Context: an optimization exercise on an open-source flow, tuned for small area, a short achievable clock period and few clock cycles. The choices shown serve that exercise and are no tape-out recipe. The RTL was checked by simulation tests, not by an equivalence proof against the original design. Power and IR drop assume default switching activity.

==> design/flow/design.v <==
package rv_core_pkg;
  typedef enum logic [6:0] {
    OP     = 7'b0110011,
    OP_IMM = 7'b0010011,
    LUI    = 7'b0110111,
    LOAD   = 7'b0000011,
    STORE  = 7'b0100011,
    SYSTEM = 7'b1110011
  } opcode_e;
  typedef enum logic [3:0] {
    ALU_ADD,
    ALU_SUB,
    ALU_AND,
    ALU_OR,
    ALU_XOR,
    ALU_SLT,
    ALU_SLTU,
    ALU_SLL,
    ALU_SRL,
    ALU_SRA
  } alu_op_e;
  typedef logic [4:0]          reg_addr_t;
  typedef logic [32-1:0] word_t;
  typedef struct packed {
    word_t     pc;
    word_t     inst;
    word_t     op_a;        
    word_t     op_b;        
    word_t     store_data;  
    reg_addr_t rs1_addr;
    reg_addr_t rs2_addr;
    word_t     rs1_rdata;   
    word_t     rs2_rdata;
    reg_addr_t rd;          
    alu_op_e   alu_op;
    logic      reg_wen;
    logic      mem_ren;
    logic      mem_wen;
  } id_ex_t;
  typedef struct packed {
    word_t     pc;
    word_t     inst;
    word_t     alu_result;  
    word_t     store_data;
    reg_addr_t rs1_addr;
    reg_addr_t rs2_addr;
    word_t     rs1_rdata;
    word_t     rs2_rdata;
    reg_addr_t rd;
    logic      reg_wen;
    logic      mem_ren;
    logic      mem_wen;
  } ex_mem_t;
  typedef struct packed {
    word_t     pc;
    word_t     inst;
    word_t     alu_result;
    reg_addr_t rs1_addr;
    reg_addr_t rs2_addr;
    word_t     rs1_rdata;
    word_t     rs2_rdata;
    reg_addr_t rd;
    logic      reg_wen;
    logic      mem_ren;
  } mem_wb_t;
  typedef struct packed {
    word_t addr;   
    logic  ren;
    logic  wen;    
    word_t wdata;
  } dmem_req_t;
  typedef struct packed {
    logic      valid;
    word_t     inst;
    word_t     pc;
    logic      halt;
    reg_addr_t rs1_addr;
    reg_addr_t rs2_addr;
    word_t     rs1_rdata;
    word_t     rs2_rdata;
    reg_addr_t rd_addr;
    word_t     rd_wdata;
  } retire_t;
endpackage
`timescale 1ns/1ps
module inst_decoder (
  input  logic [31:0] i_inst,
  output logic        o_is_r,
  output logic        o_is_i,
  output logic        o_is_lui,
  output logic        o_is_lw,
  output logic        o_is_sw,
  output logic        o_uses_rs1,
  output logic        o_uses_rs2,
  output logic        o_wen
);
  logic [6:0] op;
  logic [2:0] f3;
  logic [6:0] f7;
  assign op = i_inst[6:0];
  assign f3 = i_inst[14:12];
  assign f7 = i_inst[31:25];
  assign o_is_r   = (op == 7'b0110011) &&
                    (f7 == 7'b0 || (f7 == 7'b0100000 && (f3 == 3'b000 || f3 == 3'b101)));
  assign o_is_i   = (op == 7'b0010011) &&
                    (f3 != 3'b001 || f7 == 7'b0) &&
                    (f3 != 3'b101 || f7 == 7'b0 || f7 == 7'b0100000);
  assign o_is_lui = (op == 7'b0110111);
  assign o_is_lw  = (op == 7'b0000011) && (f3 == 3'b010);
  assign o_is_sw  = (op == 7'b0100011) && (f3 == 3'b010);
  assign o_uses_rs1 = o_is_r | o_is_i | o_is_lw | o_is_sw;
  assign o_uses_rs2 = o_is_r | o_is_sw;
  assign o_wen      = o_is_r | o_is_i | o_is_lui | o_is_lw;
endmodule
`timescale 1ns/1ps
module reg_file (
  input  logic        i_clk,
  input  logic        i_rst,
  input  logic [4:0]  i_rs1_raddr,
  input  logic [4:0]  i_rs2_raddr,
  input  logic [4:0]  i_rd_waddr,
  input  logic        i_rd_wen,
  input  logic [31:0] i_rd_wdata,
  output logic [31:0] o_rs1_rdata,
  output logic [31:0] o_rs2_rdata
);
  logic [31:0] regs [1:31];
  logic [31:0] wdata;
  assign wdata = i_rst ? 32'd0 : i_rd_wdata;
  always_ff @(posedge i_clk) begin
    for (int i = 1; i < 32; i++) begin
      if (i_rst || (i_rd_wen && i_rd_waddr == 5'(i))) regs[i] <= wdata;
    end
  end
  always_comb begin
    o_rs1_rdata = '0;
    o_rs2_rdata = '0;
    for (int i = 1; i < 32; i++) begin
      o_rs1_rdata = o_rs1_rdata | ({32{i_rs1_raddr == 5'(i)}} & regs[i]);
      o_rs2_rdata = o_rs2_rdata | ({32{i_rs2_raddr == 5'(i)}} & regs[i]);
    end
  end
endmodule
`timescale 1ns/1ps
module alu (
  input  logic [31:0] i_a,
  input  logic [31:0] i_b,
  input  logic        i_cin,
  input  logic        i_sel_add,
  input  logic        i_sel_slt,
  input  logic        i_sel_sltu,
  input  logic        i_sel_xor,
  input  logic        i_sel_or,
  input  logic        i_sel_and,
  input  logic        i_sel_sll,
  input  logic        i_sel_sr,
  input  logic        i_arith,
  output logic [31:0] o_sum,
  output logic [31:0] o_result
);
  logic [32:0] sum;
  logic        lt_s;
  logic        lt_u;
  logic [31:0] sh_in;
  logic [31:0] sh_out;
  logic [31:0] shl;
  logic        fill;
  assign sum   = {1'b0, i_a} + {1'b0, i_b} + {32'd0, i_cin};
  assign o_sum = sum[31:0];
  assign lt_s  = (i_a[31] == i_b[31]) ? i_a[31] : sum[31];
  assign lt_u  = ~sum[32];
  always_comb begin
    for (int i = 0; i < 32; i++) sh_in[i] = i_sel_sll ? i_a[31-i] : i_a[i];
  end
  assign fill   = i_arith & i_a[31];
  assign sh_out = 32'($signed({fill, sh_in}) >>> i_b[4:0]);
  always_comb begin
    for (int i = 0; i < 32; i++) shl[i] = sh_out[31-i];
  end
  assign o_result = ({32{i_sel_add}}  & sum[31:0])
                  | ({32{i_sel_slt}}  & {31'd0, lt_s})
                  | ({32{i_sel_sltu}} & {31'd0, lt_u})
                  | ({32{i_sel_xor}}  & (i_a ^ i_b))
                  | ({32{i_sel_or}}   & (i_a | i_b))
                  | ({32{i_sel_and}}  & (i_a & i_b))
                  | ({32{i_sel_sll}}  & shl)
                  | ({32{i_sel_sr}}   & sh_out);
endmodule
`timescale 1ns/1ps
module rv_core_top (
  input  logic        i_clk,
  input  logic        i_rst,
  output logic [31:0] o_imem_raddr,
  input  logic [31:0] i_imem_rdata,
  output logic [31:0] o_dmem_addr,
  output logic        o_dmem_ren,
  output logic        o_dmem_wen,
  output logic [31:0] o_dmem_wdata,
  input  logic [31:0] i_dmem_rdata,
  output logic        o_retire_valid,
  output logic [31:0] o_retire_inst,
  output logic [31:0] o_retire_pc,
  output logic        o_retire_halt,
  output logic [4:0]  o_retire_rs1_addr,
  output logic [4:0]  o_retire_rs2_addr,
  output logic [31:0] o_retire_rs1_rdata,
  output logic [31:0] o_retire_rs2_rdata,
  output logic [4:0]  o_retire_rd_addr,
  output logic [31:0] o_retire_rd_wdata
);
  logic [29:0] fpc;       
  logic        f_vld;     
  logic        stall_q;   
  logic        stall_d;
  logic [31:0] d_inst;
  logic        d_vld;
  logic        d_is_r, d_is_i, d_is_lui, d_is_lw, d_is_sw, d_u1, d_u2, d_wen;
  logic        d_wr;      
  logic [4:0]  d_rs1, d_rs2;
  logic [31:0] rf_rd1, rf_rd2;
  logic [31:0] v1, v2;
  logic        eh1, eh2, wh1, wh2;
  logic [2:0]  d_f3;
  logic        d_alt;
  logic        d_inv;
  logic [31:0] d_imm;
  logic [31:0] d_b;
  logic        e_vld;
  logic [31:0] e_inst;
  logic [31:0] e_a, e_b, e_rs2d;
  logic        e_cin, e_sel_add, e_sel_slt, e_sel_sltu, e_sel_xor, e_sel_or;
  logic        e_sel_and, e_sel_sll, e_sel_sr, e_arith;
  logic        e_lw, e_sw, e_wr, e_u1, e_u2, e_wen;
  logic [31:0] e_sum, e_res;
  logic        w_vld;
  logic [31:0] w_inst;
  logic [31:0] w_rs1d, w_rs2d, w_res;
  logic        w_lw, w_wr, w_u1, w_u2, w_wen;
  logic [31:0] w_data;
  logic [29:0] rpc;
  logic n_u1, n_u2;
  inst_decoder u_dec_next (
    .i_inst (i_imem_rdata), .o_is_r (), .o_is_i (), .o_is_lui (), .o_is_lw (),
    .o_is_sw (), .o_uses_rs1 (n_u1), .o_uses_rs2 (n_u2), .o_wen ()
  );
  assign stall_d = !stall_q && f_vld && d_vld && d_is_lw && d_wr &&
                   ((n_u1 && i_imem_rdata[19:15] == d_inst[11:7]) ||
                    (n_u2 && i_imem_rdata[24:20] == d_inst[11:7]));
  always_ff @(posedge i_clk) begin
    if (i_rst) begin
      fpc     <= 30'd0;
      f_vld   <= 1'b0;
      stall_q <= 1'b0;
    end else begin
      if (!stall_d) fpc <= fpc + 30'd1;  
      f_vld   <= 1'b1;
      stall_q <= stall_d;
    end
  end
  assign o_imem_raddr = {fpc, 2'b00};
  always_ff @(posedge i_clk) begin
    if (i_rst) begin
      d_vld <= 1'b0;
    end else if (!stall_q) begin
      d_vld <= f_vld;
    end
  end
  always_ff @(posedge i_clk) begin
    if (!stall_q) d_inst <= i_imem_rdata;
  end
  inst_decoder u_dec (
    .i_inst (d_inst), .o_is_r (d_is_r), .o_is_i (d_is_i), .o_is_lui (d_is_lui),
    .o_is_lw (d_is_lw), .o_is_sw (d_is_sw), .o_uses_rs1 (d_u1), .o_uses_rs2 (d_u2),
    .o_wen (d_wen)
  );
  assign d_wr  = d_wen && (d_inst[11:7] != 5'd0);
  assign d_rs1 = d_inst[19:15];
  assign d_rs2 = d_inst[24:20];
  assign d_f3  = d_inst[14:12];
  assign d_alt = d_inst[30] && (d_is_r ? (d_f3 == 3'b000 || d_f3 == 3'b101) : (d_f3 == 3'b101));
  reg_file u_rf (
    .i_clk       (i_clk),
    .i_rst       (i_rst),
    .i_rs1_raddr (d_rs1),
    .i_rs2_raddr (d_rs2),
    .i_rd_waddr  (w_inst[11:7]),
    .i_rd_wen    (w_vld && w_wr),
    .i_rd_wdata  (w_data),
    .o_rs1_rdata (rf_rd1),
    .o_rs2_rdata (rf_rd2)
  );
  assign eh1 = e_vld && e_wr && (e_inst[11:7] == d_rs1);
  assign eh2 = e_vld && e_wr && (e_inst[11:7] == d_rs2);
  assign wh1 = w_vld && w_wr && (w_inst[11:7] == d_rs1);
  assign wh2 = w_vld && w_wr && (w_inst[11:7] == d_rs2);
  assign v1 = !d_u1 ? 32'd0 : eh1 ? e_res : wh1 ? w_data : rf_rd1;
  assign v2 = !d_u2 ? 32'd0 : eh2 ? e_res : wh2 ? w_data : rf_rd2;
  always_comb begin
    if (d_is_lui)     d_imm = {d_inst[31:12], 12'd0};
    else if (d_is_sw) d_imm = {{20{d_inst[31]}}, d_inst[31:25], d_inst[11:7]};
    else              d_imm = {{20{d_inst[31]}}, d_inst[31:20]};
  end
  assign d_inv = (d_is_r && d_f3 == 3'b000 && d_alt) ||
                 ((d_is_r || d_is_i) && (d_f3 == 3'b010 || d_f3 == 3'b011));
  assign d_b   = (d_is_r ? v2 : d_imm) ^ {32{d_inv}};
  always_ff @(posedge i_clk) begin
    if (i_rst) begin
      e_vld <= 1'b0;
    end else begin
      e_vld <= d_vld && !stall_q;
    end
  end
  always_ff @(posedge i_clk) begin
    e_inst     <= d_inst;
    e_a        <= v1;
    e_b        <= d_b;
    e_rs2d     <= v2;
    e_cin      <= d_inv;
    e_sel_add  <= !(d_is_r || d_is_i) || d_f3 == 3'b000;
    e_sel_slt  <= (d_is_r || d_is_i) && d_f3 == 3'b010;
    e_sel_sltu <= (d_is_r || d_is_i) && d_f3 == 3'b011;
    e_sel_xor  <= (d_is_r || d_is_i) && d_f3 == 3'b100;
    e_sel_or   <= (d_is_r || d_is_i) && d_f3 == 3'b110;
    e_sel_and  <= (d_is_r || d_is_i) && d_f3 == 3'b111;
    e_sel_sll  <= (d_is_r || d_is_i) && d_f3 == 3'b001;
    e_sel_sr   <= (d_is_r || d_is_i) && d_f3 == 3'b101;
    e_arith    <= d_alt;
    e_lw       <= d_is_lw;
    e_sw       <= d_is_sw;
    e_wr       <= d_wr;
    e_u1       <= d_u1;
    e_u2       <= d_u2;
    e_wen      <= d_wen;
  end
  alu u_alu (
    .i_a        (e_a),
    .i_b        (e_b),
    .i_cin      (e_cin),
    .i_sel_add  (e_sel_add),
    .i_sel_slt  (e_sel_slt),
    .i_sel_sltu (e_sel_sltu),
    .i_sel_xor  (e_sel_xor),
    .i_sel_or   (e_sel_or),
    .i_sel_and  (e_sel_and),
    .i_sel_sll  (e_sel_sll),
    .i_sel_sr   (e_sel_sr),
    .i_arith    (e_arith),
    .o_sum      (e_sum),
    .o_result   (e_res)
  );
  assign o_dmem_addr  = {e_sum[31:2], 2'b00};
  assign o_dmem_ren   = e_vld && e_lw;
  assign o_dmem_wen   = e_vld && e_sw;
  assign o_dmem_wdata = e_rs2d;
  always_ff @(posedge i_clk) begin
    if (i_rst) begin
      w_vld <= 1'b0;
      rpc   <= 30'd0;
    end else begin
      w_vld <= e_vld;
      if (w_vld) rpc <= rpc + 30'd1;
    end
  end
  always_ff @(posedge i_clk) begin
    w_inst <= e_inst;
    w_rs1d <= e_a;
    w_rs2d <= e_rs2d;
    w_res  <= e_res;
    w_lw   <= e_lw;
    w_wr   <= e_wr;
    w_u1   <= e_u1;
    w_u2   <= e_u2;
    w_wen  <= e_wen;
  end
  assign w_data = w_lw ? i_dmem_rdata : w_res;
  assign o_retire_valid     = w_vld;
  assign o_retire_inst      = w_inst;
  assign o_retire_pc        = {rpc, 2'b00};
  assign o_retire_halt      = w_vld && (w_inst == 32'h0010_0073);
  assign o_retire_rs1_addr  = w_u1 ? w_inst[19:15] : 5'd0;
  assign o_retire_rs2_addr  = w_u2 ? w_inst[24:20] : 5'd0;
  assign o_retire_rs1_rdata = w_rs1d;
  assign o_retire_rs2_rdata = w_rs2d;
  assign o_retire_rd_addr   = w_wen ? w_inst[11:7] : 5'd0;
  assign o_retire_rd_wdata  = w_data;
endmodule
==> design/flow/run.sh <==
#!/bin/bash
# synth_recipe.tcl (not shown) runs the flow's synth.tcl, then flattens the netlist and writes it again
# the make line also repeats each setting of config.mk as NAME=value (left out here)
make -C /OpenROAD-flow-scripts/flow DESIGN_CONFIG=/design/flow/config.mk WORK_HOME=/design/flow/orfs CLKGATE_MAP_FILE= SYNTH_SCRIPT=/design/flow/synth_recipe.tcl finish
==> design/flow/config.mk <==
export PLATFORM = sky130hd
export DESIGN_NAME = rv_core_top
export DESIGN_NICKNAME = rv_core_top
export VERILOG_FILES = /design/flow/design.v
export SDC_FILE = /design/flow/constraint.sdc
export NUM_CORES = 4
export LEC_CHECK = 0
export CAP_MARGIN = 20
export CORE_MARGIN = 2
export CORE_UTILIZATION = 40
export SLEW_MARGIN = 20
==> design/flow/constraint.sdc <==
create_clock -name core_clock -period 8.0 [get_ports {i_clk}]
set_input_delay 1.6000 -clock core_clock [delete_from_list [all_inputs] [get_ports {i_clk}]]
set_output_delay 1.6000 -clock core_clock [all_outputs]
set_load 0.01 [all_outputs]
==> flow_metrics.py, run 1 <==
metrics = {
    "clock_tree": {
        "tritoncts": "done",
        "cts.htree.levels": 4,
        "cts_buffers": 144,
        "root_buffer": "clkbuf_16",
        "cts_resized": 0,
        "clkSinkCount": 1366,
        "postCtsSetupRepairBufs": 0,
        "clock_path_buffers": 3,
        "clkTransAtPathRegs_ps": 60,
        "cts_hold_buf": 0,
        "worstSkewPairLatency_ps": 820,
    },
    "sta": {
        "final_hold_viol_count": 0,
        "tns_ps": 0,
        "finalSetupViolCount": 0,
        "fmax_mhz": 144,
        "max-slew-margin-rel_pct": 15.5,
        "finalClockSkew_ps": 27.0,
        "finalWorstSetupSlack_ps": 1060,
        "min_period_over_period_pct": 86.7,
        "fin_hold_ws_ps": 324,
        "fin_crit_ps": 6940,
        "slew_violations": 0,
        "worst_pin_slew_ps": 1260,
        "rsz0062_at_grt": "no",
    },
    "floorplanning": {
        "die_w_um": 392,
        "die_h_um": 392,
        "die_area_sq_um": 154000,
        "start_util_pct": 40.3,
        "core_region_area_sq_um": 150000,
        "pin_count": 341,
        "row_count": 142,
    },
    "synthesis": {
        "yosys-top-cells-area": "edfxtp_1 51%, dfxtp_1 11%, a22oi_1 8.1%",
        "synth.most_common_cell": "edfxtp_1",
        "async_reset_ff_share_pct": 0,
        "yosysTopAreaCell": "edfxtp_1",
        "syn_avg_cell_area_sq_um": 12.5,
        "ys.flop_type": "edfxtp_1",
        "synthesis.area_sq_um": 60200,
        "synth_edf_count": 1024,
        "postSynthCellCount": 4829,
        "yosysUniqueCellTypes": 83,
        "synth_common_cells": "1,024 x edfxtp_1, 649 x a22oi_1, 342 x dfxtp_1",
        "ys_warn_count": 4,
        "ys_ff_latch": 1366,
        "netlist.area_leader.share_pct": 51.1,
        "seq_area_frac_synth_pct": 62.4,
    },
    "setup_path": {
        "slowest_stage": "nor4b_1",
        "cp-end-kind": "output pin",
        "crit_type": "reg -> out",
        "worst_setup_path_start_kind": "register",
        "max_stage_delay_ps": 750,
        "critPathMaxFanout": 28,
        "crit_chain": "buf_4 > inv_2 > ha_1 > nor2b_1 > o2111ai_1 > a21oi_1 > o31ai_1 > nor4b_1 > o31a_1 > xnor2_1 > clkdlybuf4s50_1",
        "cp.required_ps": 6400,
        "worstPathArrival_ps": 5340,
    },
    "global_route": {
        "grt_overflow": 0,
        "grt_pass1_vias": 48800,
        "grt_use_total_pct": 39.0,
        "antenna_found_initial": 24,
        "grt_max_degree": 69,
        "grt_pass1_wl_um": 409000,
    },
    "power_and_ir_drop": {
        "clkPwrFrac_pct": 41.0,
        "leakagePower_nw": 25.5,
        "p_int_w": 0.0123,
        "pwr-share-seq_pct": 50.1,
        "switchingPower_w": 0.00439,
        "p_per_area_nw_per_um2": 233,
        "combPwrFrac_pct": 8.9,
        "swShare_pct": 26.3,
        "ir_worst_vdd_mv": 0.238,
    },
    "layout": {
        "stdcell_area_sq_um": 71600,
        "final_nets": 5287,
        "largest_register": "u_rf.regs",
        "drive_gt1_share_pct": 11.9,
        "area.growth.synth_to_final_pct": 18.9,
        "largest_reg_flops": 992,
    },
    "placement": {
        "dp_slack_ps": 2020,
        "place_hpwl_um": 188000,
        "post_dp_cell_area_sq_um": 66800,
        "gp_congestion": 1.02,
        "portBuffers": 334,
    },
    "route": {
        "routedWlPerCell_um": 42.4,
        "routed_via_density": 7.23,
        "routed_wl_um": 310000,
        "ant_nets": 0,
        "num_vias": 52800,
        "drc": 0,
        "drt-initial-drc-count": 12200,
        "firstDrtPassIters": 13,
    },
    "hold_path": {
        "min_path_type": "reg -> reg",
    },
    "run_status": {
        "status": "finished clean",
    },
    "job": {
        "cap_violations": 0,
    },
}
## cells by family after synthesis
kind of cell	Yosys count	synth area share, %
fa+ha+maj	68	1.44
mux	142	3.35
simple gates	1211	9.77
compound gates	1452	18.2
buf+inv	460	2.97
xor+xnor	129	1.88
flops	1366	62.4
other cells	1	0.00623
## layer usage
| layer | routed length [um] | share of wire, % | track usage, % | vias to the layer above |
|---|---|---|---|---|
| li1 | - | - | - | 19800 |
| met1 | 103000 | 33 | 46.5 | 25600 |
| met2 | 125000 | 40 | 54.9 | 5680 |
| met3 | 52600 | 17 | 18.6 | 1678 |
| met4 | 28300 | 9.1 | 27.9 | 32 |
| met5 | 227 | 0.073 | 0 | - |
## through the flow
step | util [%] | power [W] | std cells
floorplan | - | 0.00900 | 4834
detailed placement | 44.7 | 0.00984 | 7022
finish | 47.9 | 0.0167 | 7301
global route | 47.9 | 0.0169 | 7289
CTS | 47.8 | 0.0165 | 7286
global placement | 44.7 | 0.00983 | 7022
## worst max-delay path: cells and delay by family, from the launching register on
| family | cells | cell delay (ps) |
|---|---|---|
| compound gates | 4 | 1350 |
| fa+ha+maj | 1 | 430 |
| flops | 1 | 300 |
| simple gates | 2 | 930 |
| buf+inv | 3 | 1330 |
| xor+xnor | 1 | 180 |
## cell usage in the layout, fill, tap and decap left out, types with 63 or more instances in the layout
master and n:
o21ai_0 101, and2_1 72, clkbuf_16 150, nor2_1 228, a21oi_1 144, buf_4 179, nand3_1 163, nand2_1 318
nand4_1 107, a222oi_1 64, ha_1 66, a22oi_1 649, a22o_1 128, xnor2_1 63, edfxtp_1 1024, clkdlybuf4s50_1 333
dfxtp_1 339, inv_1 113, xor2_1 66, a221oi_1 137
## path summary, 6_finish.rpt
kind | startpoint | end | slack (ps) | depth (start not counted)
setup / recovery | e_b[2]$_DFF_P_ | o_dmem_addr[28] | 1060 | 11
hold / removal | e_inst[20]$_DFF_P_ | w_inst[20]$_DFF_P_ | 320 | 0
setup reg to reg | e_sel_sll$_DFF_P_ | e_b[28]$_DFF_P_ | 2960 | 9
hold reg to reg | e_inst[20]$_DFF_P_ | w_inst[20]$_DFF_P_ | 320 | 0
## power by group through the flow
stage          logic (W)  registers (W)  clock network, W
2_1_floorplan   0.000611        0.00839                 0
3_3_place_gp     0.00135        0.00848                 0
3_5_place_dp     0.00136        0.00848                 0
4_1_cts          0.00136        0.00833           0.00682
5_1_grt          0.00146        0.00838           0.00710
6_report         0.00148        0.00836           0.00684
## layout make-up
cell class	instances	area [sq um]
Multi-Input combinational cell	3008	21500
Clock buffer	174	3890
Tap cell	2016	2520
Clock inverter	90	842
Inverter	116	438
Antenna cell	14	35.0
Timing Repair Buffer	517	4760
Fill cell	13300	78000
Sequential cell	1366	37600
Testbench counts, summed over its fixed seeds: cycles 14,905.
==> inputs of run 2 (changes only) <==
--- a/design/flow/design.v
+++ b/design/flow/design.v
@@ -145,6 +145,7 @@
 module alu (
   input  logic [31:0] i_a,
   input  logic [31:0] i_b,
+  input  logic [4:0]  i_shamt,
   input  logic        i_cin,
   input  logic        i_sel_add,
   input  logic        i_sel_slt,
@@ -165,7 +166,29 @@
   logic [31:0] sh_out;
   logic [31:0] shl;
   logic        fill;
-  assign sum   = {1'b0, i_a} + {1'b0, i_b} + {32'd0, i_cin};
+  logic [32:0] g [0:6];
+  logic [32:0] p [0:6];
+  always_comb begin
+    g[0][0] = i_cin;
+    p[0][0] = 1'b0;
+    for (int i = 0; i < 32; i++) begin
+      g[0][i+1] = i_a[i] & i_b[i];
+      p[0][i+1] = i_a[i] ^ i_b[i];
+    end
+    for (int l = 0; l < 6; l++) begin
+      for (int i = 0; i < 33; i++) begin
+        if (i >= (1 << l)) begin
+          g[l+1][i] = g[l][i] | (p[l][i] & g[l][i - (1 << l)]);
+          p[l+1][i] = p[l][i] & p[l][i - (1 << l)];
+        end else begin
+          g[l+1][i] = g[l][i];
+          p[l+1][i] = p[l][i];
+        end
+      end
+    end
+    for (int i = 0; i < 32; i++) sum[i] = p[0][i+1] ^ g[6][i];
+    sum[32] = g[6][32];
+  end
   assign o_sum = sum[31:0];
   assign lt_s  = (i_a[31] == i_b[31]) ? i_a[31] : sum[31];
   assign lt_u  = ~sum[32];
@@ -173,7 +196,7 @@
     for (int i = 0; i < 32; i++) sh_in[i] = i_sel_sll ? i_a[31-i] : i_a[i];
   end
   assign fill   = i_arith & i_a[31];
-  assign sh_out = 32'($signed({fill, sh_in}) >>> i_b[4:0]);
+  assign sh_out = 32'($signed({fill, sh_in}) >>> i_shamt);
   always_comb begin
     for (int i = 0; i < 32; i++) shl[i] = sh_out[31-i];
   end
@@ -219,7 +242,7 @@
   logic [4:0]  d_rs1, d_rs2;
   logic [31:0] rf_rd1, rf_rd2;
   logic [31:0] v1, v2;
-  logic        eh1, eh2, wh1, wh2;
+  logic        eh1, eh2, mh1, mh2, wh1, wh2;
   logic [2:0]  d_f3;
   logic        d_alt;
   logic        d_inv;
@@ -228,24 +251,40 @@
   logic        e_vld;
   logic [31:0] e_inst;
   logic [31:0] e_a, e_b, e_rs2d;
+  logic [4:0]  e_sh;      
   logic        e_cin, e_sel_add, e_sel_slt, e_sel_sltu, e_sel_xor, e_sel_or;
   logic        e_sel_and, e_sel_sll, e_sel_sr, e_arith;
   logic        e_lw, e_sw, e_wr, e_u1, e_u2, e_wen;
   logic [31:0] e_sum, e_res;
+  logic        m_vld;
+  logic [31:0] m_inst, m_rs1d, m_rs2d, m_res;
+  logic        m_lw, m_sw, m_wr, m_u1, m_u2, m_wen;
   logic        w_vld;
-  logic [31:0] w_inst;
-  logic [31:0] w_rs1d, w_rs2d, w_res;
+  logic [31:0] w_inst, w_rs1d, w_rs2d, w_res;
   logic        w_lw, w_wr, w_u1, w_u2, w_wen;
   logic [31:0] w_data;
+  logic        rst_q;     
+  logic        r_vld;
+  logic [31:0] r_inst, r_rs1d, r_rs2d, r_data;
+  logic [4:0]  r_rs1a, r_rs2a, r_rda;
+  logic        r_halt;
   logic [29:0] rpc;
-  logic n_u1, n_u2;
+  logic       n_u1, n_u2;
+  logic [4:0] n_rs1, n_rs2;
+  logic       hz_d, hz_e, hz_de;
   inst_decoder u_dec_next (
     .i_inst (i_imem_rdata), .o_is_r (), .o_is_i (), .o_is_lui (), .o_is_lw (),
     .o_is_sw (), .o_uses_rs1 (n_u1), .o_uses_rs2 (n_u2), .o_wen ()
   );
-  assign stall_d = !stall_q && f_vld && d_vld && d_is_lw && d_wr &&
-                   ((n_u1 && i_imem_rdata[19:15] == d_inst[11:7]) ||
-                    (n_u2 && i_imem_rdata[24:20] == d_inst[11:7]));
+  assign n_rs1 = i_imem_rdata[19:15];
+  assign n_rs2 = i_imem_rdata[24:20];
+  assign hz_d  = d_vld && d_is_lw && d_wr &&
+                 ((n_u1 && n_rs1 == d_inst[11:7]) || (n_u2 && n_rs2 == d_inst[11:7]));
+  assign hz_e  = e_vld && e_lw && e_wr &&
+                 ((n_u1 && n_rs1 == e_inst[11:7]) || (n_u2 && n_rs2 == e_inst[11:7]));
+  assign hz_de = e_vld && e_lw && e_wr &&
+                 ((d_u1 && d_rs1 == e_inst[11:7]) || (d_u2 && d_rs2 == e_inst[11:7]));
+  assign stall_d = stall_q ? (d_vld && hz_de) : (f_vld && (hz_d || hz_e));
   always_ff @(posedge i_clk) begin
     if (i_rst) begin
       fpc     <= 30'd0;
@@ -280,7 +319,7 @@
   assign d_alt = d_inst[30] && (d_is_r ? (d_f3 == 3'b000 || d_f3 == 3'b101) : (d_f3 == 3'b101));
   reg_file u_rf (
     .i_clk       (i_clk),
-    .i_rst       (i_rst),
+    .i_rst       (rst_q),
     .i_rs1_raddr (d_rs1),
     .i_rs2_raddr (d_rs2),
     .i_rd_waddr  (w_inst[11:7]),
@@ -291,10 +330,12 @@
   );
   assign eh1 = e_vld && e_wr && (e_inst[11:7] == d_rs1);
   assign eh2 = e_vld && e_wr && (e_inst[11:7] == d_rs2);
+  assign mh1 = m_vld && m_wr && (m_inst[11:7] == d_rs1);
+  assign mh2 = m_vld && m_wr && (m_inst[11:7] == d_rs2);
   assign wh1 = w_vld && w_wr && (w_inst[11:7] == d_rs1);
   assign wh2 = w_vld && w_wr && (w_inst[11:7] == d_rs2);
-  assign v1 = !d_u1 ? 32'd0 : eh1 ? e_res : wh1 ? w_data : rf_rd1;
-  assign v2 = !d_u2 ? 32'd0 : eh2 ? e_res : wh2 ? w_data : rf_rd2;
+  assign v1 = !d_u1 ? 32'd0 : eh1 ? e_res : mh1 ? m_res : wh1 ? w_data : rf_rd1;
+  assign v2 = !d_u2 ? 32'd0 : eh2 ? e_res : mh2 ? m_res : wh2 ? w_data : rf_rd2;
   always_comb begin
     if (d_is_lui)     d_imm = {d_inst[31:12], 12'd0};
     else if (d_is_sw) d_imm = {{20{d_inst[31]}}, d_inst[31:25], d_inst[11:7]};
@@ -314,6 +355,7 @@
     e_inst     <= d_inst;
     e_a        <= v1;
     e_b        <= d_b;
+    e_sh       <= d_is_r ? v2[4:0] : d_imm[4:0];
     e_rs2d     <= v2;
     e_cin      <= d_inv;
     e_sel_add  <= !(d_is_r || d_is_i) || d_f3 == 3'b000;
@@ -335,6 +377,7 @@
   alu u_alu (
     .i_a        (e_a),
     .i_b        (e_b),
+    .i_shamt    (e_sh),
     .i_cin      (e_cin),
     .i_sel_add  (e_sel_add),
     .i_sel_slt  (e_sel_slt),
@@ -348,39 +391,78 @@
     .o_sum      (e_sum),
     .o_result   (e_res)
   );
-  assign o_dmem_addr  = {e_sum[31:2], 2'b00};
-  assign o_dmem_ren   = e_vld && e_lw;
-  assign o_dmem_wen   = e_vld && e_sw;
-  assign o_dmem_wdata = e_rs2d;
+  always_ff @(posedge i_clk) begin
+    if (i_rst) begin
+      m_vld <= 1'b0;
+    end else begin
+      m_vld <= e_vld;
+    end
+  end
+  always_ff @(posedge i_clk) begin
+    m_inst <= e_inst;
+    m_rs1d <= e_a;
+    m_rs2d <= e_rs2d;
+    m_res  <= e_res;
+    m_lw   <= e_lw;
+    m_sw   <= e_sw;
+    m_wr   <= e_wr;
+    m_u1   <= e_u1;
+    m_u2   <= e_u2;
+    m_wen  <= e_wen;
+  end
+  assign o_dmem_addr  = {m_res[31:2], 2'b00};
+  assign o_dmem_ren   = m_vld && m_lw;
+  assign o_dmem_wen   = m_vld && m_sw;
+  assign o_dmem_wdata = m_rs2d;
   always_ff @(posedge i_clk) begin
     if (i_rst) begin
       w_vld <= 1'b0;
-      rpc   <= 30'd0;
     end else begin
-      w_vld <= e_vld;
-      if (w_vld) rpc <= rpc + 30'd1;
+      w_vld <= m_vld;
     end
   end
   always_ff @(posedge i_clk) begin
-    w_inst <= e_inst;
-    w_rs1d <= e_a;
-    w_rs2d <= e_rs2d;
-    w_res  <= e_res;
-    w_lw   <= e_lw;
-    w_wr   <= e_wr;
-    w_u1   <= e_u1;
-    w_u2   <= e_u2;
-    w_wen  <= e_wen;
+    w_inst <= m_inst;
+    w_rs1d <= m_rs1d;
+    w_rs2d <= m_rs2d;
+    w_res  <= m_res;
+    w_lw   <= m_lw;
+    w_wr   <= m_wr;
+    w_u1   <= m_u1;
+    w_u2   <= m_u2;
+    w_wen  <= m_wen;
   end
   assign w_data = w_lw ? i_dmem_rdata : w_res;
-  assign o_retire_valid     = w_vld;
-  assign o_retire_inst      = w_inst;
+  always_ff @(posedge i_clk) begin
+    rst_q <= i_rst;
+  end
+  always_ff @(posedge i_clk) begin
+    if (i_rst) begin
+      r_vld <= 1'b0;
+      rpc   <= 30'd0;
+    end else begin
+      r_vld <= w_vld;
+      if (r_vld) rpc <= rpc + 30'd1;
+    end
+  end
+  always_ff @(posedge i_clk) begin
+    r_inst <= w_inst;
+    r_rs1d <= w_rs1d;
+    r_rs2d <= w_rs2d;
+    r_data <= w_data;
+    r_rs1a <= w_u1 ? w_inst[19:15] : 5'd0;
+    r_rs2a <= w_u2 ? w_inst[24:20] : 5'd0;
+    r_rda  <= w_wen ? w_inst[11:7] : 5'd0;
+    r_halt <= w_vld && (w_inst == 32'h0010_0073);
+  end
+  assign o_retire_valid     = r_vld;
+  assign o_retire_inst      = r_inst;
   assign o_retire_pc        = {rpc, 2'b00};
-  assign o_retire_halt      = w_vld && (w_inst == 32'h0010_0073);
-  assign o_retire_rs1_addr  = w_u1 ? w_inst[19:15] : 5'd0;
-  assign o_retire_rs2_addr  = w_u2 ? w_inst[24:20] : 5'd0;
-  assign o_retire_rs1_rdata = w_rs1d;
-  assign o_retire_rs2_rdata = w_rs2d;
-  assign o_retire_rd_addr   = w_wen ? w_inst[11:7] : 5'd0;
-  assign o_retire_rd_wdata  = w_data;
+  assign o_retire_halt      = r_halt;
+  assign o_retire_rs1_addr  = r_rs1a;
+  assign o_retire_rs2_addr  = r_rs2a;
+  assign o_retire_rs1_rdata = r_rs1d;
+  assign o_retire_rs2_rdata = r_rs2d;
+  assign o_retire_rd_addr   = r_rda;
+  assign o_retire_rd_wdata  = r_data;
 endmodule
--- a/design/flow/config.mk
+++ b/design/flow/config.mk
@@ -8,4 +8,5 @@
 export CAP_MARGIN = 20
 export CORE_MARGIN = 2
 export CORE_UTILIZATION = 40
+export SETUP_SLACK_MARGIN = 4.6
 export SLEW_MARGIN = 20
==> run 2 against run 1 <==
  * Still clean
  * Via count grew 10%
  * Sequential cell count rose by 286
  * Cell area is 19% higher
  * Cell count rose by 14%
  * Global-route usage shrank 2.3 points
  * Clock-buffer cell count rose by 35
  * Maximum frequency up 92%
  * Critical endpoint is now e_b[19]$_DFF_P_
  * Largest cell class unchanged
==> flow_metrics.py, run 2 <==
metrics = {
    "run_status": {
        "status": "finished clean",
    },
    "setup_path": {
        "max_stage_delay_ps": 490,
        "crit_chain": "buf_4 > buf_4 > nor3b_4 > buf_6 > and2_4 > clkbuf_16 > a22oi_1 > nand3_1 > nor4_2 > a21o_2 > o211ai_1 > o21ai_4 > o21ai_4 > xor2_1",
        "cp_top_family": "compound AO/OA/AOI/OAI gates",
        "crit_buf_inv": 4,
        "cp-end-kind": "register",
        "worstPathArrival_ps": 4350,
        "cp.required_ps": 8740,
        "worst_setup_path_start_kind": "register",
        "slowest_stage": "edfxtp_1",
        "crit_type": "reg -> reg",
        "critPathMaxFanout": 10,
    },
    "route": {
        "drc": 0,
        "routed_wl_um": 332000,
        "ant_nets": 0,
        "drt-initial-drc-count": 12800,
        "num_vias": 58300,
        "routedWlPerCell_um": 40.0,
        "firstDrtPassIters": 12,
        "routed_via_density": 7.01,
    },
    "synthesis": {
        "synth.most_common_cell": "edfxtp_1",
        "async_reset_ff_share_pct": 0,
        "syn_avg_cell_area_sq_um": 12.5,
        "postSynthCellCount": 5434,
        "yosysUniqueCellTypes": 83,
        "synth_top_family_by_area": "compound AO/OA/AOI/OAI gates",
        "synth_fa_ha_area_share_pct": 1.24,
        "yosysTopAreaCell": "edfxtp_1",
        "synth-simple-area-share_pct": 9.65,
        "ys.flop_type": "edfxtp_1",
        "synth_common_cells": "1,024 x edfxtp_1, 768 x a22oi_1, 628 x dfxtp_1",
        "synth_edf_count": 1024,
        "synth_xor_area_share_pct": 1.94,
        "ys_ff_latch": 1652,
        "synthMuxAreaShare_pct": 4.24,
        "yosys-top-cells-area": "edfxtp_1 45%, dfxtp_1 18%, a22oi_1 8.5%",
        "seq_area_frac_synth_pct": 63.6,
        "synthesis.area_sq_um": 68200,
        "synth_compound_area_share_pct": 16.1,
        "ys_warn_count": 6,
        "netlist.area_leader.share_pct": 45.1,
    },
    "layout": {
        "largest_register": "u_rf.regs",
        "final_nets": 6067,
        "stdcell_area_sq_um": 85000,
        "largest_reg_flops": 992,
        "layout_common_cells": "1,024 x edfxtp_1, 758 x a22oi_1, 542 x dfxtp_1, 328 x nand2_1, 274 x buf_4",
        "area.growth.synth_to_final_pct": 24.7,
        "drive_gt1_share_pct": 20.7,
        "postLayoutCoreUtil_pct": 50.2,
        "final_common_cell": "edfxtp_1",
    },
    "floorplanning": {
        "die_area_sq_um": 174000,
        "core_region_area_sq_um": 169000,
        "start_util_pct": 40.3,
        "pin_count": 341,
        "die_h_um": 417,
        "row_count": 151,
        "die_w_um": 417,
    },
    "global_route": {
        "grt_max_degree": 68,
        "grt_pass1_vias": 53800,
        "grt_use_total_pct": 36.6,
        "antenna_found_initial": 23,
        "grt_overflow": 0,
        "grt_pass1_wl_um": 443000,
    },
    "sta": {
        "min_period_over_period_pct": 45.2,
        "tns_ps": 0,
        "fmax_mhz": 277,
        "max-slew-margin-rel_pct": 18.7,
        "finalSetupViolCount": 0,
        "slew_violations": 0,
        "finalClockSkew_ps": 57.8,
        "final_hold_viol_count": 0,
        "rsz0062_at_grt": "yes",
        "worst_pin_slew_ps": 1220,
        "fin_crit_ps": 3620,
    },
    "clock_tree": {
        "clkSinkCount": 1652,
        "worstSkewPairLatency_ps": 860,
        "tritoncts": "done",
        "cts.htree.levels": 4,
        "cts_buffers": 170,
        "clock_path_buffers": 3,
        "root_buffer": "clkbuf_16",
        "clkTransAtPathRegs_ps": 70,
    },
    "power_and_ir_drop": {
        "p_int_w": 0.0148,
        "p_per_area_nw_per_um2": 234,
        "switchingPower_w": 0.00506,
        "combPwrFrac_pct": 8.5,
        "leakagePower_nw": 31.7,
        "ir_worst_vdd_mv": 0.201,
        "clkPwrFrac_pct": 41.8,
        "swShare_pct": 25.5,
        "pwr-share-seq_pct": 49.7,
    },
    "placement": {
        "place_hpwl_um": 195000,
        "gp_congestion": 0.993,
        "portBuffers": 334,
        "post_dp_cell_area_sq_um": 74500,
    },
    "job": {
        "cap_violations": 0,
    },
    "hold_path": {
        "min_path_type": "reg -> reg",
    },
}
[run 2: final cells by class]
| type | count | area, sq um |
|---|---|---|
| tap | 2218 | 2780 |
| timing repair buffer | 727 | 7260 |
| clock buffer | 209 | 4590 |
| multi-input combinational | 3256 | 25200 |
| clock inverter | 107 | 1170 |
| fill | 14600 | 84300 |
| sequential | 1652 | 43500 |
| inverter | 127 | 487 |
| antenna | 18 | 45.0 |
[run 2: path summary, 6_finish.rpt]
kind | start | endpoint | slack, ps | cells past startpoint
worst max-delay path | d_inst[22]$_DFFE_PN_ | e_b[19]$_DFF_P_ | 4380 | 14
worst min-delay path | e_inst[24]$_DFF_P_ | m_inst[24]$_DFF_P_ | 320 | 0
worst max register to register | d_inst[22]$_DFFE_PN_ | e_b[19]$_DFF_P_ | 4380 | 14
worst min register to register | e_inst[24]$_DFF_P_ | m_inst[24]$_DFF_P_ | 320 | 0
[run 2: power groups by stage]
stage / clock network [W] / logic [W] / registers (W)
2_1_floorplan: 0 / 0.000649 / 0.00988
3_3_place_gp: 0 / 0.00136 / 0.0100
3_5_place_dp: 0 / 0.00136 / 0.0100
4_1_cts: 0.00830 / 0.00149 / 0.00984
5_1_grt: 0.00864 / 0.00167 / 0.00987
6_report: 0.00830 / 0.00169 / 0.00986
[run 2: logic make-up (layout without fill, tap and decap cells)]
kind of cell / Yosys count / after routing
and+or+nand+nor: 1331 / 1339
adders and majority gates: 67 / 67
DFF: 1652 / 1652
AOI/OAI and AO/OA: 1492 / 1492
muxes: 201 / 201
xor gates and xnor gates: 151 / 151
buffers and inverters: 539 / 1170
other: 1 / 24
[run 2: worst register-to-register path, stage by stage, from the launching register on]
cell       delay (ps)
edfxtp_1          490
buf_4             180
buf_4             140
nor3b_4           310
buf_6             250
and2_4            360
clkbuf_16         300
a22oi_1            90
nand3_1           130
nor4_2             70
a21o_2            290
o211ai_1          300
o21ai_4           170
o21ai_4           240
xor2_1            200
[run 2: through the flow]
step                      setup slack, ps  instances  hold slack (ps)  power, W
final                                4380       8314              316    0.0198
after global routing                 4450       8298              306    0.0202
after CTS                            4370       8207              310    0.0196
after detailed placement             3000       7758              312    0.0114
after global placement               3070       7757              310    0.0114
after floorplan                      4090       5439              310    0.0105
[run 2: repair_timing]
| action | in CTS | in global routing |
|---|---|---|
| cloned | 13 | 7 |
| hold buffers | 0 | 0 |
| gates resized for setup | 535 | 258 |
| setup endpoints to repair | 264 | 122 |
| setup buffers | 120 | 81 |
| pin swaps | 76 | 88 |
[run 2: layer usage]
metal  global-route usage [%]  vias up  wire length, um
met1                     43.6    28100           108000
met3                     15.1     1932            52800
met4                     26.0       28            32800
met2                     53.6     6129           138000
met5                    0.167        -              582
li1                         -    22200                -
Testbench counts of run 2, summed over its fixed seeds: cycles 15,586.
==> inputs of run 3 (changes only) <==
--- a/design/flow/design.v
+++ b/design/flow/design.v
@@ -162,7 +162,6 @@
   logic [32:0] sum;
   logic        lt_s;
   logic        lt_u;
-  logic [31:0] sh_in;
   logic [31:0] sh_out;
   logic [31:0] shl;
   logic        fill;
@@ -192,14 +191,9 @@
   assign o_sum = sum[31:0];
   assign lt_s  = (i_a[31] == i_b[31]) ? i_a[31] : sum[31];
   assign lt_u  = ~sum[32];
-  always_comb begin
-    for (int i = 0; i < 32; i++) sh_in[i] = i_sel_sll ? i_a[31-i] : i_a[i];
-  end
   assign fill   = i_arith & i_a[31];
-  assign sh_out = 32'($signed({fill, sh_in}) >>> i_shamt);
-  always_comb begin
-    for (int i = 0; i < 32; i++) shl[i] = sh_out[31-i];
-  end
+  assign sh_out = 32'($signed({fill, i_a}) >>> i_shamt);
+  assign shl    = i_a << i_shamt;
   assign o_result = ({32{i_sel_add}}  & sum[31:0])
                   | ({32{i_sel_slt}}  & {31'd0, lt_s})
                   | ({32{i_sel_sltu}} & {31'd0, lt_u})
--- a/design/flow/config.mk
+++ b/design/flow/config.mk
@@ -8,5 +8,6 @@
 export CAP_MARGIN = 20
 export CORE_MARGIN = 2
 export CORE_UTILIZATION = 40
+export CTS_BUF_LIST = sky130_fd_sc_hd__clkbuf_8
 export SETUP_SLACK_MARGIN = 4.6
 export SLEW_MARGIN = 20
==> run 3 against run 2 <==
  * Cell area down 1.2%
  * Core utilization fell by 0.66 points
  * Combinational power about the same
  * Sequential cell count unchanged
  * Still clean on timing, DRC and antenna
  * Sequential share of layout area is 0.68 points higher
==> flow_metrics.py, run 3 <==
metrics = {
    "global_route": {
        "grt_pass1_wl_um": 441000,
        "grt_max_degree": 68,
        "grt_overflow": 0,
        "grt_use_total_pct": 36.4,
        "antenna_found_initial": 28,
        "grt_pass1_vias": 54800,
    },
    "synthesis": {
        "ys_ff_latch": 1652,
        "netlist.area_leader.share_pct": 45.1,
        "ys.flop_type": "edfxtp_1",
        "synthesis.area_sq_um": 68200,
        "ys_warn_count": 6,
        "yosysTopAreaCell": "edfxtp_1",
        "async_reset_ff_share_pct": 0,
        "synth_common_cells": "1,024 x edfxtp_1, 873 x a22oi_1, 628 x dfxtp_1",
        "synth.most_common_cell": "edfxtp_1",
        "postSynthCellCount": 5468,
        "synth_edf_count": 1024,
        "seq_area_frac_synth_pct": 63.5,
        "syn_avg_cell_area_sq_um": 12.5,
        "yosysUniqueCellTypes": 98,
        "yosys-top-cells-area": "edfxtp_1 45%, dfxtp_1 18%, a22oi_1 9.6%",
    },
    "setup_path": {
        "cp-end-kind": "register",
        "r2r_cells": 11,
        "crit_type": "reg -> reg",
        "reg2reg_from": "d_inst[24]$_DFFE_PN_",
        "worst_setup_path_start_kind": "register",
        "critPathMaxFanout": 16,
        "crit_start": "d_inst[24]$_DFFE_PN_",
        "cp.required_ps": 8940,
        "crit_end": "e_b[15]$_DFF_P_",
        "reg2reg_to": "e_b[15]$_DFF_P_",
        "worstPathArrival_ps": 4650,
        "regToRegSetupSlack_ps": 4290,
    },
    "route": {
        "routed_wl_um": 333000,
        "routedWlPerCell_um": 39.2,
        "drt-initial-drc-count": 12500,
        "drc": 0,
        "routed_via_density": 6.94,
        "firstDrtPassIters": 13,
        "ant_nets": 0,
        "num_vias": 58900,
    },
    "layout": {
        "area.growth.synth_to_final_pct": 23.0,
        "final_common_cell": "edfxtp_1",
        "layout_common_cells": "1,024 x edfxtp_1, 870 x a22oi_1, 538 x dfxtp_1, 357 x nand2_1, 309 x clkbuf_8",
        "largest_reg_flops": 992,
        "stdcell_area_sq_um": 83900,
        "largest_register": "u_rf.regs",
        "drive_gt1_share_pct": 21.2,
        "final_nets": 6188,
    },
    "sta": {
        "slew_violations": 0,
        "min_period_over_period_pct": 46.3,
        "fin_crit_ps": 3710,
        "finalSetupViolCount": 0,
        "worst_pin_slew_ps": 1150,
        "fmax_mhz": 270,
        "finalClockSkew_ps": 96.9,
        "max-slew-margin-rel_pct": 23.4,
        "rsz0062_at_grt": "yes",
        "tns_ps": 0,
        "final_hold_viol_count": 0,
    },
    "power_and_ir_drop": {
        "clkPwrFrac_pct": 39.2,
        "pwr-share-seq_pct": 51.8,
        "leakagePower_nw": 31.7,
        "swShare_pct": 26.8,
        "p_int_w": 0.0140,
        "ir_worst_vdd_mv": 0.173,
        "combPwrFrac_pct": 9.0,
        "switchingPower_w": 0.00512,
        "p_per_area_nw_per_um2": 227,
    },
    "hold_path": {
        "min_path_type": "reg -> reg",
    },
    "clock_tree": {
        "cts_buffers": 286,
        "cts_hold_buf": 0,
        "clkSinkCount": 1652,
        "clkTransAtPathRegs_ps": 60,
        "worstSkewPairLatency_ps": 1090,
        "root_buffer": "clkbuf_8",
        "clock_path_buffers": 4,
        "cts.htree.levels": 5,
        "tritoncts": "done",
    },
    "floorplanning": {
        "row_count": 151,
        "pin_count": 341,
        "die_h_um": 417,
        "die_w_um": 417,
        "core_region_area_sq_um": 169000,
        "die_area_sq_um": 174000,
        "start_util_pct": 40.3,
    },
    "job": {
        "cap_violations": 0,
    },
    "placement": {
        "post_dp_cell_area_sq_um": 74600,
        "gp_congestion": 0.997,
        "portBuffers": 334,
        "place_hpwl_um": 187000,
    },
    "run_status": {
        "status": "finished clean",
    },
}
run 3: how the worst min path moves through the flow:
stage	from	cells after the start	slack (ps)	endpoint
after detailed placement	w_rs1d[1]$_DFF_P_	0	310	r_rs1d[1]$_DFF_P_
after global placement	m_inst[0]$_DFF_P_	0	310	w_inst[0]$_DFF_P_
after CTS	e_inst[0]$_DFF_P_	0	270	m_inst[0]$_DFF_P_
final	e_inst[0]$_DFF_P_	0	270	m_inst[0]$_DFF_P_
after floorplan	e_inst[0]$_DFF_P_	0	310	m_inst[0]$_DFF_P_
after global routing	e_inst[0]$_DFF_P_	0	280	m_inst[0]$_DFF_P_
run 3: metrics by stage:
stage	util, %	hold WS, ps	worst slack (ps)	std cells	power (W)
2_1_floorplan	-	310	4250	5473	0.0106
3_3_place_gp	44.0	310	3440	7787	0.0114
3_5_place_dp	44.0	312	3400	7788	0.0114
4_1_cts	48.4	268	4400	8390	0.0188
5_1_grt	49.5	284	4410	8481	0.0195
6_report	49.5	270	4290	8492	0.0191
run 3: area by class of cell:
cell class | instances | area, sq um
repair buffers | 703 | 6900
repair inverters | 1 | 5.00
flip-flops and latches | 1652 | 43500
fillers | 14700 | 85500
clock buffers | 308 | 4240
well taps | 2218 | 2780
diodes | 21 | 52.6
multi-input cells | 3283 | 24900
clock inverters | 178 | 1080
inverters | 128 | 484
run 3: kinds of logic after synthesis:
logic type	count (synthesis)	share of synthesized area, %
and+or+nand+nor	1299	9.19
DFF	1652	63.5
AOI/OAI and AO/OA	1571	16.7
xor gates and xnor gates	152	1.95
buffers and inverters	543	3.52
other	1	0.00550
adders and majority gates	67	1.24
muxes	183	3.85
run 3: timing repair:
| item | 4_1_cts | 5_1_grt |
|---|---|---|
| gates cloned | 4 | 12 |
| endpoints found under the hold margin | 0 | 0 |
| resized for setup | 700 | 236 |
| pin swaps | 47 | 80 |
| setup endpoints to repair | 429 | 116 |
| setup buffers | 112 | 67 |
run 3: power by group through the flow:
stage | logic, W | clock network (W) | registers (W)
after global placement | 0.00139 | 0 | 0.0100
final | 0.00172 | 0.00748 | 0.00987
after CTS | 0.00150 | 0.00747 | 0.00985
after global routing | 0.00171 | 0.00787 | 0.00988
after detailed placement | 0.00140 | 0 | 0.0100
after floorplan | 0.000690 | 0 | 0.00989
run 3: critical path, stage by stage (launching register included):
cell      delay, ps
edfxtp_1        390
buf_6           170
buf_4           180
xnor2_2         150
nand4_1         140
or3_4           500
buf_4           310
o21ai_0         920
a21oi_4         220
a211oi_2        330
o31ai_2         110
xor2_1          160
run 3: layer usage:
| metal | vias to the layer above | part of all wire [%] | GRT usage [%] | wire, um |
|---|---|---|---|---|
| met1 | 28200 | 33 | 42.5 | 109000 |
| met4 | 27 | 9.4 | 24.7 | 31400 |
| met2 | 6283 | 42 | 53.7 | 139000 |
| met5 | - | 0.13 | 1.08 | 419 |
| li1 | 22400 | - | - | - |
| met3 | 1988 | 16 | 16.4 | 53600 |
Testbench counts of run 3, summed over its fixed seeds: cycles 15,586.
==> inputs of run 4 (changes only) <==
--- a/design/flow/design.v
+++ b/design/flow/design.v
@@ -251,6 +251,7 @@
   logic        e_lw, e_sw, e_wr, e_u1, e_u2, e_wen;
   logic [31:0] e_sum, e_res;
   logic        m_vld;
+  logic        m_ren, m_wen_mem;
   logic [31:0] m_inst, m_rs1d, m_rs2d, m_res;
   logic        m_lw, m_sw, m_wr, m_u1, m_u2, m_wen;
   logic        w_vld;
@@ -266,10 +267,9 @@
   logic       n_u1, n_u2;
   logic [4:0] n_rs1, n_rs2;
   logic       hz_d, hz_e, hz_de;
-  inst_decoder u_dec_next (
-    .i_inst (i_imem_rdata), .o_is_r (), .o_is_i (), .o_is_lui (), .o_is_lw (),
-    .o_is_sw (), .o_uses_rs1 (n_u1), .o_uses_rs2 (n_u2), .o_wen ()
-  );
+  assign n_u1 = (i_imem_rdata[6:0] == 7'b0110011) || (i_imem_rdata[6:0] == 7'b0010011) ||
+                (i_imem_rdata[6:0] == 7'b0000011) || (i_imem_rdata[6:0] == 7'b0100011);
+  assign n_u2 = (i_imem_rdata[6:0] == 7'b0110011) || (i_imem_rdata[6:0] == 7'b0100011);
   assign n_rs1 = i_imem_rdata[19:15];
   assign n_rs2 = i_imem_rdata[24:20];
   assign hz_d  = d_vld && d_is_lw && d_wr &&
@@ -387,9 +387,13 @@
   );
   always_ff @(posedge i_clk) begin
     if (i_rst) begin
-      m_vld <= 1'b0;
+      m_vld     <= 1'b0;
+      m_ren     <= 1'b0;
+      m_wen_mem <= 1'b0;
     end else begin
-      m_vld <= e_vld;
+      m_vld     <= e_vld;
+      m_ren     <= e_vld && e_lw;
+      m_wen_mem <= e_vld && e_sw;
     end
   end
   always_ff @(posedge i_clk) begin
@@ -405,8 +409,8 @@
     m_wen  <= e_wen;
   end
   assign o_dmem_addr  = {m_res[31:2], 2'b00};
-  assign o_dmem_ren   = m_vld && m_lw;
-  assign o_dmem_wen   = m_vld && m_sw;
+  assign o_dmem_ren   = m_ren;
+  assign o_dmem_wen   = m_wen_mem;
   assign o_dmem_wdata = m_rs2d;
   always_ff @(posedge i_clk) begin
     if (i_rst) begin
==> design/flow/flow/run.sh (new file) <==
#!/bin/bash
# The standard layout (the standard.sh: standard synthesis, ORFS
# floorplan to finish), with two layout choices changed:
#  - ports are buffered with buf_2 cells instead of the smallest buffer the
#    resizer finds (a delay cell on sky130hd)
#  - clock tree synthesis inserts no dummy loads and uses larger sink clusters
# Each tool's full output stays in ORFS's own logs under orfs/logs; make's
# output goes to flow_make.log here.
set -euo pipefail
export BUFFER_PORTS_ARGS="-buffer_cell sky130_fd_sc_hd__buf_2"
export CTS_ARGS="-sink_clustering_enable -repair_clock_nets -dont_use_dummy_load -sink_clustering_size 30 -sink_clustering_max_diameter 100"
bash standard.sh > flow_make.log 2>&1
==> design/flow/standard.sh (new file) <==
#!/bin/bash
# synth_recipe.tcl (not shown) runs the flow's synth.tcl, then flattens the netlist and writes it again
# the make line also repeats each setting of config.mk as NAME=value (left out here)
make -C /OpenROAD-flow-scripts/flow DESIGN_CONFIG=/design/flow/config.mk WORK_HOME=/design/flow/orfs CLKGATE_MAP_FILE= SYNTH_SCRIPT=/design/flow/synth_recipe.tcl "${@:-finish}"
--- a/design/flow/config.mk
+++ b/design/flow/config.mk
@@ -8,6 +8,5 @@
 export CAP_MARGIN = 20
 export CORE_MARGIN = 2
 export CORE_UTILIZATION = 40
-export CTS_BUF_LIST = sky130_fd_sc_hd__clkbuf_8
 export SETUP_SLACK_MARGIN = 4.6
 export SLEW_MARGIN = 20
removed: design/flow/run.sh
==> run 4 against run 3 <==
  * Sequential cell count is 1 higher
  * Hold slack better by 29 ps
  * Setup slack better by 130 ps
  * Still clean on timing, DRC and antenna
  * Global-route usage decreased by 0.41 points
  * Largest cell class unchanged
  * Wire length fell by 1.1%
  * Die area rose by 0.12%
  * Area after synthesis is 0.13% higher
  * Maximum frequency rose by 3.6%
  * Register-to-register slack gained 130 ps
  * Critical path depth up 2
  * Via count is 2.4% lower
==> flow_metrics.py, run 4 <==
metrics = {
    "synthesis": {
        "async_reset_ff_share_pct": 0,
        "synth_edf_count": 1024,
        "synth_common_cells": "1,024 x edfxtp_1, 881 x a22oi_1, 629 x dfxtp_1",
        "postSynthCellCount": 5500,
        "ys.flop_type": "edfxtp_1",
        "ys_ff_latch": 1653,
        "syn_avg_cell_area_sq_um": 12.4,
        "synthesis.area_sq_um": 68300,
        "yosysTopAreaCell": "edfxtp_1",
        "seq_area_frac_synth_pct": 63.4,
        "yosys-top-cells-area": "edfxtp_1 45%, dfxtp_1 18%, a22oi_1 9.7%",
        "synth.most_common_cell": "edfxtp_1",
        "netlist.area_leader.share_pct": 45.0,
        "ys_warn_count": 6,
        "yosysUniqueCellTypes": 87,
    },
    "floorplanning": {
        "die_h_um": 417,
        "start_util_pct": 40.3,
        "core_region_area_sq_um": 169000,
        "die_area_sq_um": 174000,
        "die_w_um": 417,
        "pin_count": 341,
        "row_count": 151,
    },
    "clock_tree": {
        "clock_path_buffers": 3,
        "root_buffer": "clkbuf_16",
        "tritoncts": "done",
        "cts.htree.levels": 3,
        "worstSkewPairLatency_ps": 780,
        "clkSinkCount": 1653,
        "clkTransAtPathRegs_ps": 120,
        "cts_buffers": 69,
    },
    "setup_path": {
        "worstPathArrival_ps": 4250,
        "cp.required_ps": 8670,
        "regToRegSetupSlack_ps": 4420,
        "cp_top_family": "simple AND/OR/NAND/NOR gates",
        "worst_setup_path_start_kind": "register",
        "cp-end-kind": "register",
        "crit_chain": "buf_6 > clkbuf_16 > nor3b_4 > buf_4 > and2_4 > a22oi_1 > nand2_1 > nor4_2 > nand4_1 > a221oi_2 > o21bai_2 > o21ai_1 > xor2_1",
        "max_stage_delay_ps": 590,
        "crit_buf_inv": 3,
        "critPathMaxFanout": 16,
        "crit_type": "reg -> reg",
        "slowest_stage": "and2_4",
    },
    "layout": {
        "seq_area_sq_um": 43400,
        "largest_register": "u_rf.regs",
        "layout_common_cells": "1,024 x edfxtp_1, 871 x a22oi_1, 596 x dfxtp_1, 380 x nand2_1, 335 x buf_2",
        "largest_reg_flops": 992,
        "multi_input_comb_area_sq_um": 24300,
        "area.growth.synth_to_final_pct": 14.2,
        "fillCellCount": 15100,
        "drive_gt1_share_pct": 20.0,
        "postLayoutCoreUtil_pct": 46.0,
        "final_nets": 6001,
        "final_common_cell": "edfxtp_1",
    },
    "sta": {
        "final_hold_viol_count": 0,
        "fin_crit_ps": 3580,
        "fmax_mhz": 280,
        "slew_violations": 0,
        "worst_pin_slew_ps": 1160,
        "finalClockSkew_ps": 84.7,
        "max-slew-margin-rel_pct": 22.5,
        "tns_ps": 0,
        "min_period_over_period_pct": 44.7,
        "finalSetupViolCount": 0,
        "rsz0062_at_grt": "yes",
    },
    "route": {
        "routed_via_density": 7.09,
        "drt-initial-drc-count": 12500,
        "num_vias": 57500,
        "ant_nets": 0,
        "routedWlPerCell_um": 40.6,
        "drc": 0,
        "routed_wl_um": 330000,
        "firstDrtPassIters": 14,
    },
    "placement": {
        "place_hpwl_um": 190000,
        "gp_congestion": 1.02,
        "portBuffers": 334,
    },
    "job": {
        "cap_violations": 0,
    },
    "power_and_ir_drop": {
        "ir_worst_vdd_mv": 0.186,
        "p_per_area_nw_per_um2": 199,
        "leakagePower_nw": 29.1,
    },
    "hold_path": {
        "min_path_type": "reg -> reg",
    },
    "global_route": {
        "antenna_found_initial": 25,
        "grt_pass1_wl_um": 435000,
        "grt_pass1_vias": 52500,
        "grt_max_degree": 68,
        "grt_use_total_pct": 36.0,
        "grt_overflow": 0,
    },
    "run_status": {
        "status": "finished clean",
    },
}
## run 4: cell count changes after synthesis, sizes merged, moves of 18 or more
cell | before | now
inv | 127 | 146
and2 | 56 | 101
and3 | 29 | 48
o21ai | 161 | 143
nand2 | 368 | 407
a31oi | 14 | 53
a21oi | 162 | 136
nand3 | 162 | 140
## run 4: worst paths after layout
kind,endpoint,cells past startpoint,from
max,e_b[20]$_DFF_P_,13,d_inst[23]$_DFFE_PN_
min,w_rs1d[25]$_DFF_P_,0,m_rs1d[25]$_DFF_P_
max reg2reg,e_b[20]$_DFF_P_,13,d_inst[23]$_DFFE_PN_
min reg2reg,w_rs1d[25]$_DFF_P_,0,m_rs1d[25]$_DFF_P_
## run 4: per-layer routing
metal / GRT usage [%] / vias up / part of all wire [%]
met5: 1.75 / - / 0.20
met4: 29.0 / 33 / 11
met3: 14.6 / 1921 / 15
met2: 52.7 / 5900 / 41
met1: 41.5 / 27800 / 32
li1: - / 21900 / -
## run 4: cell type report
type,count,share of cell area (%)
flip-flops and latches,1653,55.6
multi-input cells,3308,31.1
repair buffers,689,6.68
well taps,2218,3.56
clock buffers,69,2.21
inverters,146,0.721
diodes,28,0.0898
repair inverters,1,0.00641
## run 4: where the power goes
| group | leakage (nW) | switching [W] | internal [W] |
|---|---|---|---|
| Sequential | 15.6 | 0.000316 | 0.00954 |
| Clock | 0.850 | 0.00260 | 0.00156 |
| Combinational | 12.7 | 0.00112 | 0.000417 |
| Total | 29.1 | 0.00403 | 0.0115 |
## run 4: repair_timing
item	in CTS	in global routing
gates resized for setup	227	180
hold buffers	0	0
setup buffers	91	87
cloned	8	12
pin swaps	41	56
setup endpoints to repair	161	92
## run 4: logic make-up (layout without fill, tap and decap cells)
logic type                 after synthesis  after routing  synth area share [%]
DFF                                   1653           1653                  63.4
other                                    1             34               0.00549
adders and majority gates               67             67                  1.24
AOI/OAI and AO/OA                     1550           1550                  16.5
buffers and inverters                  554            905                  3.48
muxes                                  178            178                  4.03
xor gates and xnor gates               137            137                  1.76
and+or+nand+nor                       1360           1370                  9.55
## run 4: stage by stage
stage | hold WS, ps | cell area, sq um | cells | setup slack [ps] | total power [W]
2_1_floorplan | 310 | 68300 | 5505 | 4240 | 0.0105
3_5_place_dp | 312 | 72700 | 7817 | 3500 | 0.0113
5_1_grt | 297 | 78000 | 8096 | 4430 | 0.0158
6_report | 299 | 78000 | 8112 | 4420 | 0.0155
3_3_place_gp | 310 | 72700 | 7817 | 3540 | 0.0113
4_1_cts | 300 | 76200 | 7985 | 4500 | 0.0153
Testbench counts of run 4, summed over its fixed seeds: cycles 15,586.

==> separate check: timing with driven ports <==
In the flow no input, the clock included, has a driving cell. The finished layouts below were timed again as built, in two steps.
Step 1 sets driving cells, clkbuf_16 on the clock port and buf_2 on the other inputs (assumed; they add their load-dependent delay and slew).
Step 2 moves the port delays by t, midway between the first and last clock arrival at a register: inputs arrive t later, outputs are due t later. That takes back most of the time a late clock gives input paths.
a / b / c = no drivers / after step 1 / after step 2; a / b = the first two.
run | t (ns) | setup WS [ns] | hold slack, ns | latest minus earliest clock arrival (ns)
run 1 | 0.890 | 1.061 / 0.979 / 1.869 | 0.324 / 0.324 / 0.324 | 0.034 / 0.034
run 2 | 0.920 | 4.385 / 4.385 / 3.791 | 0.316 / 0.316 / 0.316 | 0.063 / 0.062
run 3 | 1.122 | 4.295 / 4.295 / 3.636 | 0.270 / 0.270 / 0.270 | 0.108 / 0.107
run 4 | 0.818 | 4.424 / 4.424 / 4.086 | 0.299 / 0.299 / 0.299 | 0.107 / 0.107
After both steps setup and hold are still met in every run listed. For run 3, which loses most, drivers alone change the setup slack by 0.000 ns; drivers and shift together by -0.659 ns.
